Background: an optimization exercise with open tools, aiming at small area. Do not read the settings as production practice. The RTL was checked by simulation tests, not by an equivalence proof against the original design. No activity file was given, so power comes from the tool's default toggle rates.

## flow/design.v

```verilog
package nco_pkg;
  localparam int acc_width    = 32;    
  localparam int sample_width = 16;    
  localparam int level_width  = 16;    
  localparam logic [1:0] wave_off    = 2'd0;
  localparam logic [1:0] wave_saw    = 2'd1;
  localparam logic [1:0] wave_square = 2'd2;
  localparam logic [1:0] wave_tri    = 2'd3;
  localparam int cfg_width = 26;
  localparam int cfg_note  = 22;    
  localparam int cfg_oct   = 18;    
  localparam int cfg_wave  = 16;
  localparam int cfg_level = 0;
  localparam logic [2:0] st_idle  = 3'd0;
  localparam logic [2:0] st_load  = 3'd1;
  localparam logic [2:0] st_step  = 3'd2;
  localparam logic [2:0] st_shape = 3'd3;
  localparam logic [2:0] st_store = 3'd4;
  function automatic logic [23:0] note_base(input logic [3:0] note);
    case (note)
      4'd0:    note_base = 24'd1463107;
      4'd1:    note_base = 24'd1550108;
      4'd2:    note_base = 24'd1642280;
      4'd3:    note_base = 24'd1739936;
      4'd4:    note_base = 24'd1843398;
      4'd5:    note_base = 24'd1953015;
      4'd6:    note_base = 24'd2069148;
      4'd7:    note_base = 24'd2192180;
      4'd8:    note_base = 24'd2322531;
      4'd9:    note_base = 24'd2460658;
      4'd10:   note_base = 24'd2606975;
      4'd11:   note_base = 24'd2761997;
      default: note_base = 24'd0;
    endcase
  endfunction
  localparam logic [7:0] addr_note_oct = 8'h00;    
  localparam logic [7:0] addr_wave     = 8'h04;
  localparam logic [7:0] addr_level    = 8'h08;
  localparam logic [7:0] voice_stride  = 8'h10;    
endpackage
`timescale 1ns/100ps
module voice_regs #(
  parameter int num_voices = 4
) (
  input  logic                                     clk50mhz,
  input  logic                                     rst_n,
  input  logic                                     psel,
  input  logic                                     penable,
  input  logic                                     pwrite,
  input  logic [7:0]                               paddr,
  input  logic [31:0]                              pwdata,
  output logic [31:0]                              prdata,
  output logic                                     pready,
  output logic                                     pslverr,
  output logic [num_voices*nco_pkg::cfg_width-1:0] cfg_all
);
  localparam int sel_width = $clog2(num_voices);
  logic [7:0]           voice_idx;    
  logic [7:0]           field_off;    
  logic [sel_width-1:0] vsel;
  logic                 field_ok;
  logic                 hit;          
  logic                 access;       
  logic [3:0]           note_q  [num_voices];    
  logic [3:0]           oct_q   [num_voices];
  logic [1:0]           wave_q  [num_voices];
  logic [nco_pkg::level_width-1:0] level_q [num_voices];
  for (genvar g = 0; g < num_voices; g++) begin : g_cfg
    assign cfg_all[g*nco_pkg::cfg_width +: nco_pkg::cfg_width] =
      {note_q[g], oct_q[g], wave_q[g], level_q[g]};
  end
  assign voice_idx = paddr / nco_pkg::voice_stride;
  assign field_off = paddr % nco_pkg::voice_stride;
  assign vsel      = sel_width'(voice_idx);
  assign field_ok  = (field_off == nco_pkg::addr_note_oct) || (field_off == nco_pkg::addr_wave) ||
                     (field_off == nco_pkg::addr_level);
  assign hit       = field_ok && (voice_idx < num_voices);
  assign access    = psel && penable;
  assign pready  = 1'b1;
  assign pslverr = access && !hit;
  always_comb begin
    prdata = '0;
    if (hit) begin
      case (field_off)
        nco_pkg::addr_note_oct: prdata = {24'd0, oct_q[vsel], note_q[vsel]};
        nco_pkg::addr_wave:     prdata = {30'd0, wave_q[vsel]};
        nco_pkg::addr_level:    prdata = {16'd0, level_q[vsel]};
        default:                prdata = '0;
      endcase
    end
  end
  always_ff @(posedge clk50mhz) begin
    if (!rst_n) begin
      for (int i = 0; i < num_voices; i++) begin    
        note_q[i]  <= '0;
        oct_q[i]   <= '0;
        wave_q[i]  <= '0;
        level_q[i] <= '0;
      end
    end else if (access && pwrite && hit) begin
      case (field_off)
        nco_pkg::addr_note_oct: begin
          note_q[vsel] <= pwdata[3:0];
          oct_q[vsel]  <= pwdata[7:4];
        end
        nco_pkg::addr_wave:  wave_q[vsel]  <= pwdata[1:0];
        nco_pkg::addr_level: level_q[vsel] <= pwdata[nco_pkg::level_width-1:0];
        default: ;
      endcase
    end
  end
endmodule
`timescale 1ns/100ps
module nco_sequencer #(
  parameter int num_voices = 4
) (
  input  logic                          clk50mhz,
  input  logic                          rst_n,
  input  logic                          sample_strobe,
  output logic [$clog2(num_voices)-1:0] voice_sel,
  output logic                          load_en,
  output logic                          step_en,
  output logic                          shape_en,
  output logic                          store_en,
  output logic                          frame_done
);
  localparam int sel_width = $clog2(num_voices);
  logic [2:0]           state;
  logic [sel_width-1:0] voice_cnt;    
  logic                 last_voice;
  assign last_voice = (voice_cnt == sel_width'(num_voices - 1));
  always_ff @(posedge clk50mhz) begin
    if (!rst_n) begin
      state      <= nco_pkg::st_idle;
      voice_cnt  <= '0;
      frame_done <= 1'b0;
    end else begin
      frame_done <= 1'b0;    
      case (state)
        nco_pkg::st_idle: begin
          voice_cnt <= '0;
          if (sample_strobe && !frame_done) state <= nco_pkg::st_load;    
        end
        nco_pkg::st_load:  state <= nco_pkg::st_step;     
        nco_pkg::st_step:  state <= nco_pkg::st_shape;    
        nco_pkg::st_shape: state <= nco_pkg::st_store;    
        nco_pkg::st_store: begin
          if (last_voice) begin
            state      <= nco_pkg::st_idle;
            voice_cnt  <= '0;
            frame_done <= 1'b1;         
          end else begin
            state     <= nco_pkg::st_load;
            voice_cnt <= voice_cnt + 1'b1;
          end
        end
        default: state <= nco_pkg::st_idle;
      endcase
    end
  end
  assign load_en   = (state == nco_pkg::st_load);
  assign step_en   = (state == nco_pkg::st_step);
  assign shape_en  = (state == nco_pkg::st_shape);
  assign store_en  = (state == nco_pkg::st_store);
  assign voice_sel = voice_cnt;
endmodule
`timescale 1ns/100ps
module pitch_table (
  input  logic                          clk50mhz,
  input  logic                          rst_n,
  input  logic                          load_en,
  input  logic [nco_pkg::cfg_width-1:0] cfg,
  output logic [nco_pkg::acc_width-1:0] increment
);
  logic [23:0]          base;        
  logic [nco_pkg::acc_width-1:0] base_ext;
  logic [nco_pkg::acc_width-1:0] shifted;
  logic [3:0]           note;
  logic [3:0]           octave;
  assign note   = cfg[nco_pkg::cfg_note +: 4];
  assign octave = cfg[nco_pkg::cfg_oct +: 4];
  always_comb begin
    base = '0;
    if (note < 4'd12) begin
      base = nco_pkg::note_base(note);
    end
  end
  assign base_ext = nco_pkg::acc_width'(base);
  assign shifted  = base_ext << octave;
  always_ff @(posedge clk50mhz) begin
    if (!rst_n) begin
      increment <= '0;
    end else if (load_en) begin
      increment <= shifted;    
    end
  end
endmodule
`timescale 1ns/100ps
module phase_accum_bank #(
  parameter int num_voices = 4
) (
  input  logic                          clk50mhz,
  input  logic                          rst_n,
  input  logic                          step_en,
  input  logic [$clog2(num_voices)-1:0] voice_sel,
  input  logic [nco_pkg::acc_width-1:0] increment,
  output logic [nco_pkg::acc_width-1:0] phase
);
  logic [nco_pkg::acc_width-1:0] acc [num_voices];    
  logic [nco_pkg::acc_width-1:0] next_phase;
  assign next_phase = acc[voice_sel] + increment;    
  always_ff @(posedge clk50mhz) begin
    if (!rst_n) begin
      for (int i = 0; i < num_voices; i++) begin
        acc[i] <= '0;
      end
      phase <= '0;
    end else if (step_en) begin
      acc[voice_sel] <= next_phase;
      phase          <= next_phase;    
    end
  end
endmodule
`timescale 1ns/100ps
module wave_level (
  input  logic                                    clk50mhz,
  input  logic                                    rst_n,
  input  logic                                    shape_en,
  input  logic [nco_pkg::acc_width-1:0]           phase,
  input  logic [1:0]                              wave,
  input  logic [nco_pkg::level_width-1:0]         level,
  output logic signed [nco_pkg::sample_width-1:0] sample
);
  localparam int msb = nco_pkg::acc_width - 1;
  logic                           ph_msb;
  logic [nco_pkg::sample_width-1:0]        tri_fold;    
  logic signed [nco_pkg::sample_width-1:0] wave_val;
  logic signed [nco_pkg::sample_width+nco_pkg::level_width:0] prod;
  assign ph_msb   = phase[msb];
  assign tri_fold = ph_msb ? ~phase[msb-1:msb-16] : phase[msb-1:msb-16];
  always_comb begin
    case (wave)
      nco_pkg::wave_saw:    wave_val = {~ph_msb, phase[msb-1:msb-15]};
      nco_pkg::wave_square: wave_val = ph_msb ? -16'sd32767 : 16'sd32767;
      nco_pkg::wave_tri:    wave_val = {~tri_fold[15], tri_fold[14:0]};
      default:     wave_val = '0;    
    endcase
  end
  assign prod = wave_val * $signed({1'b0, level});
  always_ff @(posedge clk50mhz) begin
    if (!rst_n) begin
      sample <= '0;
    end else if (shape_en) begin
      sample <= prod[nco_pkg::sample_width+nco_pkg::level_width-1:nco_pkg::level_width];    
    end
  end
endmodule
`timescale 1ns/100ps
module voice_mixer #(
  parameter  int num_voices = 4,
  localparam int mix_width  = nco_pkg::sample_width + $clog2(num_voices)
) (
  input  logic                                    clk50mhz,
  input  logic                                    rst_n,
  input  logic                                    store_en,
  input  logic                                    frame_done,
  input  logic [$clog2(num_voices)-1:0]           voice_sel,
  input  logic signed [nco_pkg::sample_width-1:0] sample,
  output logic signed [mix_width-1:0]             mix_out,
  output logic                                    sample_valid
);
  logic signed [nco_pkg::sample_width-1:0] slot [num_voices];    
  logic signed [mix_width-1:0]    mix_sum;
  always_ff @(posedge clk50mhz) begin
    if (!rst_n) begin
      for (int i = 0; i < num_voices; i++) begin
        slot[i] <= '0;
      end
    end else if (store_en) begin
      slot[voice_sel] <= sample;
    end
  end
  always_comb begin
    mix_sum = '0;
    for (int i = 0; i < num_voices; i++) begin
      mix_sum = mix_sum + slot[i];    
    end
  end
  always_ff @(posedge clk50mhz) begin
    if (!rst_n) begin
      mix_out      <= '0;
      sample_valid <= 1'b0;
    end else begin
      sample_valid <= frame_done;            
      if (frame_done) mix_out <= mix_sum;    
    end
  end
endmodule
`timescale 1ns/100ps
module nco_multi_top #(
  parameter  int num_voices = 4,
  localparam int mix_width  = nco_pkg::sample_width + $clog2(num_voices)
) (
  input  logic                        clk50mhz,
  input  logic                        rst_n,
  input  logic                        psel,
  input  logic                        penable,
  input  logic                        pwrite,
  input  logic [7:0]                  paddr,
  input  logic [31:0]                 pwdata,
  output logic [31:0]                 prdata,
  output logic                        pready,
  output logic                        pslverr,
  input  logic                        sample_strobe,
  output logic signed [mix_width-1:0] mix_out,
  output logic                        sample_valid
);
  localparam int sel_width = $clog2(num_voices);
  logic [num_voices*nco_pkg::cfg_width-1:0] cfg_all;
  logic [nco_pkg::cfg_width-1:0]   cur_cfg;      
  logic [sel_width-1:0]           voice_sel;
  logic                           load_en;
  logic                           step_en;
  logic                           shape_en;
  logic                           store_en;
  logic                           frame_done;
  logic [nco_pkg::acc_width-1:0]  increment;
  logic [nco_pkg::acc_width-1:0]  phase;
  logic signed [nco_pkg::sample_width-1:0] sample;
  assign cur_cfg = cfg_all[voice_sel*nco_pkg::cfg_width +: nco_pkg::cfg_width];
  voice_regs #(.num_voices(num_voices)) u_regs (
    .clk50mhz(clk50mhz), .rst_n(rst_n),
    .psel(psel), .penable(penable), .pwrite(pwrite), .paddr(paddr), .pwdata(pwdata),
    .prdata(prdata), .pready(pready), .pslverr(pslverr), .cfg_all(cfg_all)
  );
  nco_sequencer #(.num_voices(num_voices)) u_seq (
    .clk50mhz(clk50mhz), .rst_n(rst_n), .sample_strobe(sample_strobe),
    .voice_sel(voice_sel), .load_en(load_en), .step_en(step_en),
    .shape_en(shape_en), .store_en(store_en), .frame_done(frame_done)
  );
  pitch_table u_pitch (
    .clk50mhz(clk50mhz), .rst_n(rst_n), .load_en(load_en),
    .cfg(cur_cfg), .increment(increment)
  );
  phase_accum_bank #(.num_voices(num_voices)) u_accum (
    .clk50mhz(clk50mhz), .rst_n(rst_n), .step_en(step_en),
    .voice_sel(voice_sel), .increment(increment), .phase(phase)
  );
  wave_level u_wave (
    .clk50mhz(clk50mhz), .rst_n(rst_n), .shape_en(shape_en), .phase(phase),
    .wave(cur_cfg[nco_pkg::cfg_wave +: 2]), .level(cur_cfg[nco_pkg::cfg_level +: nco_pkg::level_width]),
    .sample(sample)
  );
  voice_mixer #(.num_voices(num_voices)) u_mix (
    .clk50mhz(clk50mhz), .rst_n(rst_n), .store_en(store_en),
    .frame_done(frame_done), .voice_sel(voice_sel), .sample(sample),
    .mix_out(mix_out), .sample_valid(sample_valid)
  );
endmodule
```

## flow/run.sh

```bash
#!/bin/bash
# synth_recipe.tcl (not shown) runs the flow's synth.tcl, then flattens the netlist and writes it again
# the make line also repeats each setting of config.mk as NAME=value (left out here)
make -C /OpenROAD-flow-scripts/flow DESIGN_CONFIG=/design/flow/config.mk WORK_HOME=/design/flow/orfs CLKGATE_MAP_FILE= SYNTH_SCRIPT=/design/flow/synth_recipe.tcl finish
```

## flow/config.mk

```make
export PLATFORM = sky130hd
export DESIGN_NAME = nco_multi_top
export DESIGN_NICKNAME = nco_multi_top
export VERILOG_FILES = /design/flow/design.v
export SDC_FILE = /design/flow/constraint.sdc
export NUM_CORES = 4
export LEC_CHECK = 0
export CAP_MARGIN = 20
export CORE_MARGIN = 2
export CORE_UTILIZATION = 40
export SLEW_MARGIN = 20
```

## flow/constraint.sdc

```tcl
create_clock -name core_clock -period 20.0 [get_ports {clk50mhz}]
set_input_delay 4.0000 -clock core_clock [delete_from_list [all_inputs] [get_ports {clk50mhz}]]
set_output_delay 4.0000 -clock core_clock [all_outputs]
set_load 0.01 [all_outputs]
```

==> impl_metrics.tcl <==
set metrics [dict create \
    run_status "finished clean" \
    required_ns 16.00 \
    cts_resized 0 \
    setup_tns_ns 0 \
    vias_per_cell 5.315 \
    ios 99 \
    drive_gt1_share_pct 8.057 \
    layout-area-overhead-vs-synth_pct 10.58 \
    timing.critical_path.fanout_max 8 \
    antenna_found_initial 1 \
    final_cells 3888 \
    start_kind "input port" \
    p_leak_nw 13.83 \
    ys.warnings.count 6 \
    synth_seq_area_share_pct 36.30 \
    synth.top_cell.area_share_pct 30.07 \
    setup_viol 0 \
    final_common_cell "nor2_1" \
    drtIter0Drc 1496 \
    routed_wl_mm 72.97 \
    cp_slowest_cell "clkdlybuf4s50_1" \
    cts_root_buf "clkbuf_16" \
    worstSkewPairLatency_ns 0.60 \
    ir_drop_mv 0.09827 \
    vias 20670 \
    crit_buf_inv 2 \
    hpwl_mm 52.43 \
    numClockSinks 388 \
    rsz0062_at_grt "no" \
    ys_ff_latch 388 \
    finalHoldViolCount 0 \
    fin_nets 3340 \
    crit_family "simple AND/OR/NAND/NOR gates" \
    slew_headroom_pct 27.11 \
    critPathCaptureType "output pin" \
    die-area_um2 76090 \
    fin_skew_ns 0.03713 \
    routedWlPerCell_um 18.77 \
    slew_violations 0 \
    cts_setup_buffers 0 \
    yosys.area.top_type "edfxtp_1" \
    portBuffers 65 \
    postRouteAntennaNets 0 \
    yosys_most_used_dff "edfxtp_1" \
    arrival_ns 6.43 \
    first_pass_iters 17 \
    hp-class "flip-flop to flip-flop" \
    fmax_mhz 95.86 \
    grt_pass1_vias 21470 \
    cts_hold_buffers 0 \
    synth_enable_flop_cells 296 \
    synth_area_leaders "edfxtp_1 30%, fa_1 14%, ha_1 7.9%" \
    die_w_um 275.9 \
    htree_levels 2 \
    dp_cells 3809 \
    avgSynthCellArea_um2 10.26 \
    rows 99 \
    grt_start_max_net_pins 57 \
    core_um2 73080 \
    cap_viol_max_count 0 \
    finalCriticalPeriod_ns 10.43 \
    start_util_pct 40.45 \
    diodes 0 \
    grt_use_total_pct 19.59 \
    die_h_um 275.9 \
    final_cell_mix "344 x nor2_1, 341 x inv_1, 296 x edfxtp_1" \
    clk_pin_slew_worst_paths_ns 0.06 \
    grt_overflow_total 0 \
    synth_area_um2 29560 \
    drc 0 \
    worstMarginPinSlew_ns 1.086 \
    path_class "input port to output pin" \
    syn_inst 2882 \
    power.density_nw_per_um2 104.1 \
    ys_async_sr_fraction_pct 0 \
    clk_path_buf_depth 3 \
    critPathMostFrequentCell "clkdlybuf4s50_1" \
    gp_congestion 0.9080 \
    cts_tree "built" \
    synth_cell_types 71 \
    cpPeakStageDelay_ns 0.57 \
    post-route-period-util_pct 52.16 \
    crit_path_cell_trace "clkdlybuf4s50_1, nor3_1, nand3_1, nor2b_1, clkdlybuf4s50_1" \
    numCtsBuffers 43 \
    grt_pass1_wl_mm 116.9 \
]
==> registers in the layout (all words and copies together), names as in the netlist, 3 cells and up, named ones only <==
signal and cells:
u_accum.acc 128, u_mix.slot 64, u_regs.level_q 64, u_pitch.increment 32
u_mix.mix_out 18, u_accum.phase 17, u_regs.note_q 16, u_regs.oct_q 16
u_wave.sample 16, u_regs.wave_q 8, u_seq.state 3
==> logic make-up after synthesis <==
logic type               after synthesis  share of synthesized area, %
adder cells (fa/ha/maj)              399                         22.30
flip-flops                           388                         36.30
buffers and inverters                497                         6.599
multiplexers                         156                         8.381
AND/OR/NAND/NOR                      953                         15.11
XOR/XNOR                              83                         2.459
AO/OA/AOI/OAI                        404                         8.825
other                                  2                       0.02541
==> report_power, final <==
part / internal, mW / switching, mW
logic: 0.641 / 0.980
clock network: 0.494 / 0.351
registers: 0.910 / 0.0276
total: 2.04 / 1.36
==> layout make-up <==
type / instances / area [µm²]
clock buffer: 54 / 1221
fill: 6860 / 40400
clock inverter: 25 / 305.3
sequential: 388 / 10730
multi-input combinational: 2012 / 16980
timing repair buffer: 107 / 955.9
inverter: 343 / 1287
tap: 959 / 1200
==> Yosys cell counts (all sizes together), types with 34 or more instances <==
cell    number
nor3        34
fa         213
dfxtp       92
nand2b      38
xnor2       53
edfxtp     296
mux2i       63
inv        342
nand3       40
and2       169
a21o        43
ha         186
nor2b       44
buf         51
nand2      223
mux4        71
nor2       348
clkbuf     103
a21oi      115
o21ai       95
==> worst min-delay path, delay by kind of cell (launching register included) <==
kind	cells	cell delay, ns
compound gates	1	0.06
simple gates	1	0.05
flops	1	0.30
==> worst paths after layout <==
check                                         from                end  slack (ns)  cells past startpoint
worst min register to register   u_mix.mix_out[14]  u_mix.mix_out[14]        0.47                      2
worst max-delay path                      paddr[2]         prdata[10]        9.57                      5
worst min-delay path             u_mix.mix_out[14]  u_mix.mix_out[14]        0.47                      2
worst max register to register  u_seq.voice_cnt[1]  u_wave.sample[15]       10.51                     25
==> per-layer routing <==
layer  track usage, %  part of all wire [%]  up-vias
met1            25.80                    43    10250
met2            33.13                    48      554
met4            6.324                   3.1        2
met5                0                 0.015        -
li1                 -                     -     9736
met3            2.949                   5.5      128
==> stage by stage <==
step | power, mW | hold WS [ns] | cell area, µm² | util (%) | worst slack (ns)
final | 3.404 | 0.4665 | 32690 | 44.73 | 9.569
after CTS | 3.429 | 0.4700 | 32680 | 44.72 | 9.570
after global routing | 3.674 | 0.4931 | 32690 | 44.73 | 9.355
after detailed placement | 2.566 | 0.4601 | 31160 | 42.63 | 9.587
after floorplan | 2.100 | 0.4362 | 29620 | - | 10.38
after global placement | 2.531 | 0.4528 | 31150 | 42.62 | 9.619

[what the ideal ports hide]
The results above use ideal ports. As a check the final layout listed here was re-extracted and re-timed, cells and wires unchanged.
Step 1 assumes that a clkbuf_16 drives the clock port and a buf_2 every other input.
Step 2 adds t to the input delays and takes it off the output delays; t is the mean of the earliest and latest rising clock arrival at the registers after step 1. Input paths then give back, and output paths get back, about the clock's delay inside the block.
Slacks: ideal / step 1 / step 2; pairs: ideal / step 1.
t (ns): 0.639
setup slack, ns: 9.568 / 9.545 / 9.545
hold slack, ns: 0.466 / 0.466 / 0.466
latest minus earliest clock arrival (ns): 0.037 / 0.038
cell pins on the clock port's net: 1
After both steps this run still meets setup and hold. For this run, drivers alone change the setup slack by -0.023 ns; drivers and shift together by -0.023 ns.
